This design comes from an exercise in tuning for small area and a short achievable clock period on the open sky130 flow, not from production work.
Function was checked by simulation only, so behaviour that the tests miss may differ from the original.
Power is estimated from default activity; no workload was simulated.

==> flow/design.v <==
module fifo_flags_top (
  input  logic        clk,
  input  logic        rst_n,
  input  logic        winc,
  input  logic [31:0] wdata,
  input  logic        wclr_err,
  output logic        wfull,
  output logic        walmost_full,
  output logic        woverflow,
  output logic [6:0]  wlevel,
  input  logic        rinc,
  input  logic        rclr_err,
  output logic [31:0] rdata,
  output logic        rempty,
  output logic        ralmost_empty,
  output logic        runderflow,
  output logic [6:0]  rlevel
);
  async_fifo_flags #(
    .WIDTH(32), .DEPTH(64), .SYNC_STAGES(2), .AF_LEVEL(60), .AE_LEVEL(4), .FWFT(0)
  ) u_fifo (
    .wclk(clk), .rclk(clk), .rst_n(rst_n),
    .winc(winc), .wdata(wdata), .wclr_err(wclr_err),
    .wfull(wfull), .walmost_full(walmost_full), .woverflow(woverflow), .wlevel(wlevel),
    .rinc(rinc), .rclr_err(rclr_err), .rdata(rdata), .rempty(rempty),
    .ralmost_empty(ralmost_empty), .runderflow(runderflow), .rlevel(rlevel)
  );
endmodule

package async_fifo_pkg;
  localparam int SYNC_STAGES_MIN = 2;
  localparam int SYNC_STAGES_MAX = 4;
  localparam int PTR_W_MAX       = 32;
  typedef logic [PTR_W_MAX-1:0] ptr_t;
  function automatic logic [PTR_W_MAX-1:0] bin2gray(input logic [PTR_W_MAX-1:0] b);
    bin2gray = b ^ (b >> 1);
  endfunction
  function automatic logic [PTR_W_MAX-1:0] gray2bin(input logic [PTR_W_MAX-1:0] gray);
    logic [PTR_W_MAX-1:0] bin;
    bin = gray;
    for (int i = 1; i < PTR_W_MAX; i++) begin
      bin = bin ^ (gray >> i);
    end
    gray2bin = bin;
  endfunction
endpackage
module gray_ptr_sync #(
  parameter int WIDTH  = 7,
  parameter int STAGES = 2
) (
  input  logic             clk,
  input  logic             rst_n,
  input  logic [WIDTH-1:0] gray_in,
  output logic [WIDTH-1:0] gray_out
);
  logic [STAGES-1:0][WIDTH-1:0] sync_q;
  logic [STAGES-1:0][WIDTH-1:0] sync_d;
  always_comb begin
    sync_d = {sync_q[STAGES-2:0], gray_in};
  end
  always_ff @(posedge clk or negedge rst_n) begin
    if (!rst_n) begin
      sync_q <= '0;
    end else begin
      sync_q <= sync_d;
    end
  end
  assign gray_out = sync_q[STAGES-1];
endmodule
module async_fifo_flags
#(
  parameter int WIDTH       = 32,
  parameter int DEPTH       = 64,
  parameter int SYNC_STAGES = 2,
  parameter int AF_LEVEL    = DEPTH - 4,
  parameter int AE_LEVEL    = 4,
  parameter int FWFT        = 0,
  localparam int ADDR_W     = $clog2(DEPTH)
) (
  input  logic              wclk,
  input  logic              rclk,
  input  logic              rst_n,
  input  logic              winc,
  input  logic [WIDTH-1:0]  wdata,
  input  logic              wclr_err,
  output logic              wfull,
  output logic              walmost_full,
  output logic              woverflow,
  output logic [ADDR_W:0]   wlevel,
  input  logic              rinc,
  input  logic              rclr_err,
  output logic [WIDTH-1:0]  rdata,
  output logic              rempty,
  output logic              ralmost_empty,
  output logic              runderflow,
  output logic [ADDR_W:0]   rlevel
);
  localparam int PTR_W  = ADDR_W + 1;
  localparam int SYNC_N = (SYNC_STAGES < async_fifo_pkg::SYNC_STAGES_MIN) ? async_fifo_pkg::SYNC_STAGES_MIN :
                          (SYNC_STAGES > async_fifo_pkg::SYNC_STAGES_MAX) ? async_fifo_pkg::SYNC_STAGES_MAX : SYNC_STAGES;
  localparam int LAG    = SYNC_N + 1;
  localparam int LO_W   = ADDR_W / 2;
  localparam int HI_W   = ADDR_W - LO_W;
  localparam int LO_N   = 1 << LO_W;
  localparam int HI_N   = 1 << HI_W;
  localparam int LO_COPIES = (HI_N >= 4) ? 4 : HI_N;
  logic [1:0] wrst_q, rrst_q;
  logic       wrst_n, rrst_n;
  always_ff @(posedge wclk or negedge rst_n) begin
    if (!rst_n) wrst_q <= 2'b00;
    else        wrst_q <= {wrst_q[0], 1'b1};
  end
  always_ff @(posedge rclk or negedge rst_n) begin
    if (!rst_n) rrst_q <= 2'b00;
    else        rrst_q <= {rrst_q[0], 1'b1};
  end
  assign wrst_n = wrst_q[1];
  assign rrst_n = rrst_q[1];
  logic [WIDTH-1:0] mem [DEPTH];
  logic [ADDR_W-1:0] wptr_q;
  logic [PTR_W-1:0]  wlevel_q, wbase, wbase_p1, wlevel_d;
  logic              wfull_q, wfull_d, waf_q, waf_d, wovf_q, wovf_d, w_accept;
  logic [LAG-1:0]    racc_hist_q;    
  logic              r_accept;
  always_comb begin
    w_accept = winc && !wfull_q;
    wbase    = wlevel_q - PTR_W'(racc_hist_q[LAG-1]);
    wbase_p1 = wbase + PTR_W'(1);
    wlevel_d = w_accept ? wbase_p1 : wbase;
    wfull_d  = w_accept ? (wbase_p1 == PTR_W'(DEPTH))    : (wbase == PTR_W'(DEPTH));
    waf_d    = w_accept ? (wbase_p1 >= PTR_W'(AF_LEVEL)) : (wbase >= PTR_W'(AF_LEVEL));
    wovf_d   = (winc && wfull_q) ? 1'b1 : (wclr_err ? 1'b0 : wovf_q);
  end
  always_ff @(posedge wclk or negedge wrst_n) begin
    if (!wrst_n) begin
      wptr_q      <= '0;
      wlevel_q    <= '0;
      wfull_q     <= 1'b0;
      waf_q       <= 1'b0;
      wovf_q      <= 1'b0;
      racc_hist_q <= '0;
    end else begin
      wptr_q      <= wptr_q + ADDR_W'(w_accept);
      wlevel_q    <= wlevel_d;
      wfull_q     <= wfull_d;
      waf_q       <= waf_d;
      wovf_q      <= wovf_d;
      racc_hist_q <= {racc_hist_q[LAG-2:0], r_accept};
    end
  end
  always_ff @(posedge wclk) begin
    if (w_accept) mem[wptr_q] <= wdata;
  end
  logic [LO_N-1:0]  rlo_q [LO_COPIES];  
  logic [HI_N-1:0]  rhi_q;           
  logic [PTR_W-1:0] rlevel_q, rbase, rbase_m1, rlevel_d;
  logic             rempty_q, rempty_d, rae_q, rae_d, runf_q, runf_d;
  logic [LAG-1:0]   wacc_hist_q;     
  always_comb begin
    r_accept = rinc && !rempty_q;
    rbase    = rlevel_q + PTR_W'(wacc_hist_q[LAG-1]);
    rbase_m1 = rbase - PTR_W'(1);
    rlevel_d = r_accept ? rbase_m1 : rbase;
    rempty_d = r_accept ? (rbase_m1 == '0)                : (rbase == '0);
    rae_d    = r_accept ? (rbase_m1 <= PTR_W'(AE_LEVEL))  : (rbase <= PTR_W'(AE_LEVEL));
    runf_d   = (rinc && rempty_q) ? 1'b1 : (rclr_err ? 1'b0 : runf_q);
  end
  always_ff @(posedge rclk or negedge rrst_n) begin
    if (!rrst_n) begin
      for (int c = 0; c < LO_COPIES; c++) rlo_q[c] <= LO_N'(1);
      rhi_q       <= HI_N'(1);
      rlevel_q    <= '0;
      rempty_q    <= 1'b1;
      rae_q       <= 1'b1;
      runf_q      <= 1'b0;
      wacc_hist_q <= '0;
    end else begin
      if (r_accept) begin
        for (int c = 0; c < LO_COPIES; c++) rlo_q[c] <= {rlo_q[c][LO_N-2:0], rlo_q[c][LO_N-1]};
        if (rlo_q[0][LO_N-1]) rhi_q <= {rhi_q[HI_N-2:0], rhi_q[HI_N-1]};
      end
      rlevel_q    <= rlevel_d;
      rempty_q    <= rempty_d;
      rae_q       <= rae_d;
      runf_q      <= runf_d;
      wacc_hist_q <= {wacc_hist_q[LAG-2:0], w_accept};
    end
  end
  logic [WIDTH-1:0] grp_word [HI_N];
  logic [WIDTH-1:0] head_word;
  always_comb begin
    for (int g = 0; g < HI_N; g++) begin
      grp_word[g] = '0;
      for (int j = 0; j < LO_N; j++) begin
        grp_word[g] = grp_word[g] | (mem[g*LO_N + j] & {WIDTH{rlo_q[g * LO_COPIES / HI_N][j]}});
      end
    end
    head_word = '0;
    for (int g = 0; g < HI_N; g++) begin
      head_word = head_word | (grp_word[g] & {WIDTH{rhi_q[g]}});
    end
  end
  generate
    if (FWFT != 0) begin : g_fwft
      assign rdata = rempty_q ? '0 : head_word;
    end else begin : g_reg
      logic [WIDTH-1:0] rdata_q;
      always_ff @(posedge rclk or negedge rrst_n) begin
        if (!rrst_n)       rdata_q <= '0;
        else if (r_accept) rdata_q <= head_word;
      end
      assign rdata = rdata_q;
    end
  endgenerate
  assign wfull         = wfull_q;
  assign walmost_full  = waf_q;
  assign woverflow     = wovf_q;
  assign wlevel        = wlevel_q;
  assign rempty        = rempty_q;
  assign ralmost_empty = rae_q;
  assign runderflow    = runf_q;
  assign rlevel        = rlevel_q;
endmodule
Settings: LEC_CHECK=0, CAP_MARGIN=20, CORE_MARGIN=2, CORE_UTILIZATION=60, CTS_CLUSTER_DIAMETER=100, CTS_CLUSTER_SIZE=30, PLACE_DENSITY=0.7, SETUP_SLACK_MARGIN=1.5, SLEW_MARGIN=20; clock period 4.0 ns.
run.sh (not shown) runs the stock make flow with config.mk's settings and CLKGATE_MAP_FILE= SYNTH_SCRIPT=/design/flow/synth_recipe.tcl, a recipe that flattens the netlist after the stock synthesis.
The starting point produced a clean layout.
Next try:
- CTS_CLUSTER_SIZE: 30 -> 25
- SETUP_SLACK_MARGIN: 1.5 -> 1.75
- TNS_END_PERCENT: default -> 20
=> The new run completed with no timing, DRC or antenna violations; power rises by about 2.4%; clock power is higher by about 8%; hold slack got worse by 52 ps; non-clock buffer count went up by 63.
Next try:
- CORE_UTILIZATION: 60 -> 70
- CTS_CLUSTER_DIAMETER: 100 -> default
- CTS_CLUSTER_SIZE: 25 -> default
- PLACE_DENSITY: 0.7 -> 0.8
- SETUP_SLACK_MARGIN: 1.75 -> 1.7
- TNS_END_PERCENT: 20 -> default
This time the run finished with antenna violations left.
Setup slack gets worse by 210 ps.
Sequential power barely changes.
Design area increases by about 4%.
Non-clock buffer count increases by 17.
Routed wire length increases by about 12%.
Next try:
- CORE_UTILIZATION: 70 -> 60
- CTS_CLUSTER_DIAMETER: default -> 100
- CTS_CLUSTER_SIZE: default -> 30
- PLACE_DENSITY: 0.8 -> 0.62
- SETUP_SLACK_MARGIN: 1.7 -> 1.8
Result: Now the flow completed with no timing, DRC or antenna violations; worst hold slack is better by 89 ps; fmax rises by 12%; synthesized cell count is unchanged; non-clock buffer count rose by 69; power came out lower by 16%; final area decreases by 2.6%.


run A:
RTL: the design.v shown in full above, as it stands there.
make LEC_CHECK=0 CAP_MARGIN=20 CORE_MARGIN=2 CORE_UTILIZATION=60 CTS_CLUSTER_DIAMETER=100 CTS_CLUSTER_SIZE=30 GPL_ROUTABILITY_DRIVEN=0 PLACE_DENSITY=0.7 SETUP_SLACK_MARGIN=1.75 SLEW_MARGIN=20 finish   # period 4.0 ns
Run A completed; timing, DRC and antenna clean
--- input diff run A..run B ---
Settings: GPL_ROUTABILITY_DRIVEN removed (was 0).
--- outcome ---
Run B -> run A: total power flat. The proportion of power drawn by combinational gates of run A and that of run B are within noise of each other. Fmax: run A vs run B, no meaningful difference. Run B against run A: wire length reported by the detailed router did not really move; number of iterations in the first detailed-routing pass did not really move.
### run B -> run C
Settings: removing CTS_CLUSTER_SIZE (formerly 30); changing PLACE_DENSITY from 0.7 to 0.8; changing SETUP_SLACK_MARGIN from 1.75 to 1.7; removing CTS_CLUSTER_DIAMETER (formerly 100); changing CORE_UTILIZATION from 60 to 70; setting ABC_CLOCK_PERIOD_IN_PS to 2000 for the first time.
## What came out
On run C: number of nets in the final layout is 2.0% higher than what run B gave.
Run C ends up with lower non-clock buffer share of cell area than run B does.
Re pin slew with the least headroom to its limit: run B was higher than run C.
Overall die height: run C < run B
Layout checks on run C: not met. Flow itself completed; violations: antenna rules.
Comparing run B and run C, routed length on met1 is higher on run B.
Number of logic stages on the critical path including buffering: run C higher than run B
Relative to run C, the following input files were edited for run D:
Settings: setting CTS_CLUSTER_DIAMETER to 100 for the first time; removing ABC_CLOCK_PERIOD_IN_PS (formerly 2000); changing CORE_UTILIZATION from 70 to 55; changing SETUP_SLACK_MARGIN from 1.7 to 1.75; setting CTS_CLUSTER_SIZE to 30 for the first time; changing PLACE_DENSITY from 0.8 to 0.65.
Notes after the runs:
Run D has completed all stages; timing, DRC and antenna checks passed. Max count of non-filler cells in the finished layout across run D and run C: run D. Run D against run C: number of multi-input logic gates comparable; number of nets in the finished design now smaller; total routed wirelength now smaller. [run D vs run C] minimum clock period: lower in run D. Re final number of setup-violating endpoints: no difference whatsoever between run C and run D. Run D ends up with lower number of violations reported at the end of detailed-routing iteration 0 than run C does. Run D has combinational share of power above what run C had. Fmax: run D higher than run C. Met3 routing resource usage after global routing: run D and run C compared, higher one is run C.


== old ==
Starts from the design.v that is shown in full above.
clock: 4.0 ns
lec_check: 0
cap_margin: 20
core_margin: 2
core_utilization: 63
cts_cluster_diameter: 100
cts_cluster_size: 30
place_density: 0.72
setup_slack_margin: 1.75
slew_margin: 20
Inputs modified between old and new:
- a change of PLACE_DENSITY from 0.72 to 0.7
- a change of SETUP_SLACK_MARGIN from 1.75 to 1.62
- a change of CORE_UTILIZATION from 63 to 60
- a change of CTS_CLUSTER_SIZE from 30 to 28
--- outcome ---
The cell area of new was superior to that of old.
Measured against old, the largest net degree at the start of global routing of new comes out at 1.2 times the reference value.
Detailed route wirelength on metal3 (new / old): 0.916
Critical path depth: new and old compared, lower one is new
Diff new and old: clock tree skew after final layout lower in new
From old to new, quantity of hold-fixing buffers added after cts did not move at all.
There was hardly any difference in area of all sequential standard cells between old and new.
Compared to old, new has synthesis-to-layout area growth 2.3 points lower.
Looking at power density relative to cell area, new sits 1.9% above old.
Looking at worst-case setup margin in the final layout, new sits 0.037 ns below old.


Setup of run 1:
Another version of the RTL of fifo_flags_top (not shown whole).
Size: roughly 4200 cells after synthesis, roughly 2100 flip-flops, roughly 90 I/O pins, about 0.077 sq mm of cells after synthesis.
==> flow/config.mk <==
export PLATFORM = sky130hd
export DESIGN_NAME = fifo_flags_top
export DESIGN_NICKNAME = fifo_flags_top
export VERILOG_FILES = /design/flow/design.v
export SDC_FILE = /design/flow/constraint.sdc
export NUM_CORES = 4
export LEC_CHECK = 0
export CAP_MARGIN = 20
export CORE_MARGIN = 2
export CORE_UTILIZATION = 65
export CTS_BUF_LIST = sky130_fd_sc_hd__clkbuf_8
export CTS_CLUSTER_SIZE = 30
export PLACE_DENSITY = 0.75
export SETUP_SLACK_MARGIN = 1.8
export SLEW_MARGIN = 20
==> flow/constraint.sdc <==
create_clock -name core_clock -period 4.0 [get_ports {clk}]
set_input_delay 0.8000 -clock core_clock [delete_from_list [all_inputs] [get_ports {clk}]]
set_output_delay 0.8000 -clock core_clock [all_outputs]
set_load 0.01 [all_outputs]
What run 2 does differently from run 1 at the input level:
# run 1
export LEC_CHECK = 0
export CAP_MARGIN = 20
export CORE_MARGIN = 2
export CORE_UTILIZATION = 65
export CTS_BUF_LIST = sky130_fd_sc_hd__clkbuf_8
export CTS_CLUSTER_SIZE = 30
export PLACE_DENSITY = 0.75
export SETUP_SLACK_MARGIN = 1.8
export SLEW_MARGIN = 20
create_clock -name core_clock -period 4.0 [get_ports {clk}]
# run 2
export LEC_CHECK = 0
export CAP_MARGIN = 20
export CORE_MARGIN = 2
export CORE_UTILIZATION = 65
export PLACE_DENSITY = 0.75
export SLEW_MARGIN = 20
create_clock -name core_clock -period 4.0 [get_ports {clk}]
### Flow results
- Route | run 2 vs run 1 | wire shorter in run 2
- Going from run 1 to run 2, final estimated routing congestion in global placement saw a decrease, maximum count of clock buffers along a single path saw a decrease, cell area after layout decreased by about 5.3% relative to the old numbers, cell internal power dissipation increased by 5.1% relative to the old numbers, shortest period the worst path allows climbed 580 ps.
- Sum of internal, switching and leakage power in run 2 is 1.5 mW higher than in run 1
- Re die area: no difference whatsoever between run 2 and run 1.
Setup changes, run 2 to run 3
# run 2
export LEC_CHECK = 0
export CAP_MARGIN = 20
export CORE_MARGIN = 2
export CORE_UTILIZATION = 65
export PLACE_DENSITY = 0.75
export SLEW_MARGIN = 20
create_clock -name core_clock -period 4.0 [get_ports {clk}]
# run 3
export LEC_CHECK = 0
export CAP_MARGIN = 20
export CORE_MARGIN = 2
export CORE_UTILIZATION = 65
export PLACE_DENSITY = 0.75
export SETUP_SLACK_MARGIN = 1.8
export SLEW_MARGIN = 20
create_clock -name core_clock -period 4.0 [get_ports {clk}]
### Flow results
Clock group share of total power: run 3 vs run 2 down 0.4 points
Run 3 finished every step from synthesis to the final layout, and the layout passed the timing, design-rule and antenna checks.
Die area: run 2 vs run 3 — no meaningful difference
Diff run 2 and run 3: share of final-layout standard cells stronger than drive strength 1 higher in run 3
The following lists how run 4 was set up differently from run 3:
# run 3
export LEC_CHECK = 0
export CAP_MARGIN = 20
export CORE_MARGIN = 2
export CORE_UTILIZATION = 65
export PLACE_DENSITY = 0.75
export SETUP_SLACK_MARGIN = 1.8
export SLEW_MARGIN = 20
create_clock -name core_clock -period 4.0 [get_ports {clk}]
# run 4
export LEC_CHECK = 0
export CAP_MARGIN = 20
export CORE_MARGIN = 2
export CORE_UTILIZATION = 60
export CTS_CLUSTER_DIAMETER = 100
export CTS_CLUSTER_SIZE = 30
export PLACE_DENSITY = 0.7
export SETUP_SLACK_MARGIN = 1.75
export SLEW_MARGIN = 20
create_clock -name core_clock -period 4.0 [get_ports {clk}]
--- outcome ---
- Deepest level of the CTS H-tree ends up lower on run 4.
- Vias: run 4 below run 3
- Lower final instance area goes to run 4 over run 3.
- Setup slack ends up lower on run 4.
- Run 4: flow completed, timing, DRC and antenna clean

## separate check: timing with driven ports
In the flow no input, the clock included, has a driving cell. The finished layouts below were timed again as built, in two steps.
Step 1: set_driving_cell puts a clkbuf_16 on clk and a buf_2 on each other input, an assumption about the parent block.
Step 2 also shifts input and output timing later by t, the mid clock arrival at the registers, as if the neighbouring blocks saw the same clock.
Slacks: no drivers / after step 1 / after step 2; pairs: no drivers / after step 1.
run	t, ns	setup WS [ns]	hold slack, ns	cell pins on the clock port's net
the first run of note 1	0.803	1.377 / 1.377 / 0.792	0.220 / 0.175 / 0.220	1
the second run of note 1	0.845	1.377 / 1.377 / 0.850	0.169 / 0.138 / 0.169	1
the third run of note 1	0.911	1.165 / 1.165 / 0.808	0.133 / 0.080 / 0.349	1
the fourth run of note 1	0.795	1.479 / 1.479 / 1.091	0.222 / 0.160 / 0.352	1
run A	0.798	1.581 / 1.581 / 1.018	0.237 / 0.180 / 0.315	1
run B	0.798	1.581 / 1.581 / 1.018	0.237 / 0.180 / 0.315	1
run C	0.911	1.165 / 1.165 / 0.808	0.133 / 0.080 / 0.349	1
run D	0.826	1.453 / 1.453 / 1.010	0.227 / 0.161 / 0.361	1
old	0.807	1.598 / 1.598 / 1.002	0.222 / 0.163 / 0.362	1
new	0.807	1.561 / 1.551 / 0.819	0.214 / 0.160 / 0.358	1
run 1	1.079	1.360 / 1.360 / 0.901	0.159 / 0.115 / 0.345	1
run 2	0.885	0.776 / 0.776 / 0.283	0.138 / 0.086 / 0.353	1
run 3	0.886	1.410 / 1.410 / 1.062	0.151 / 0.096 / 0.347	1
run 4	0.808	1.403 / 1.403 / 1.240	0.213 / 0.158 / 0.359	1
The setup slack of new, which loses most, moves by -0.010 ns with the drivers and by -0.742 ns with both steps.
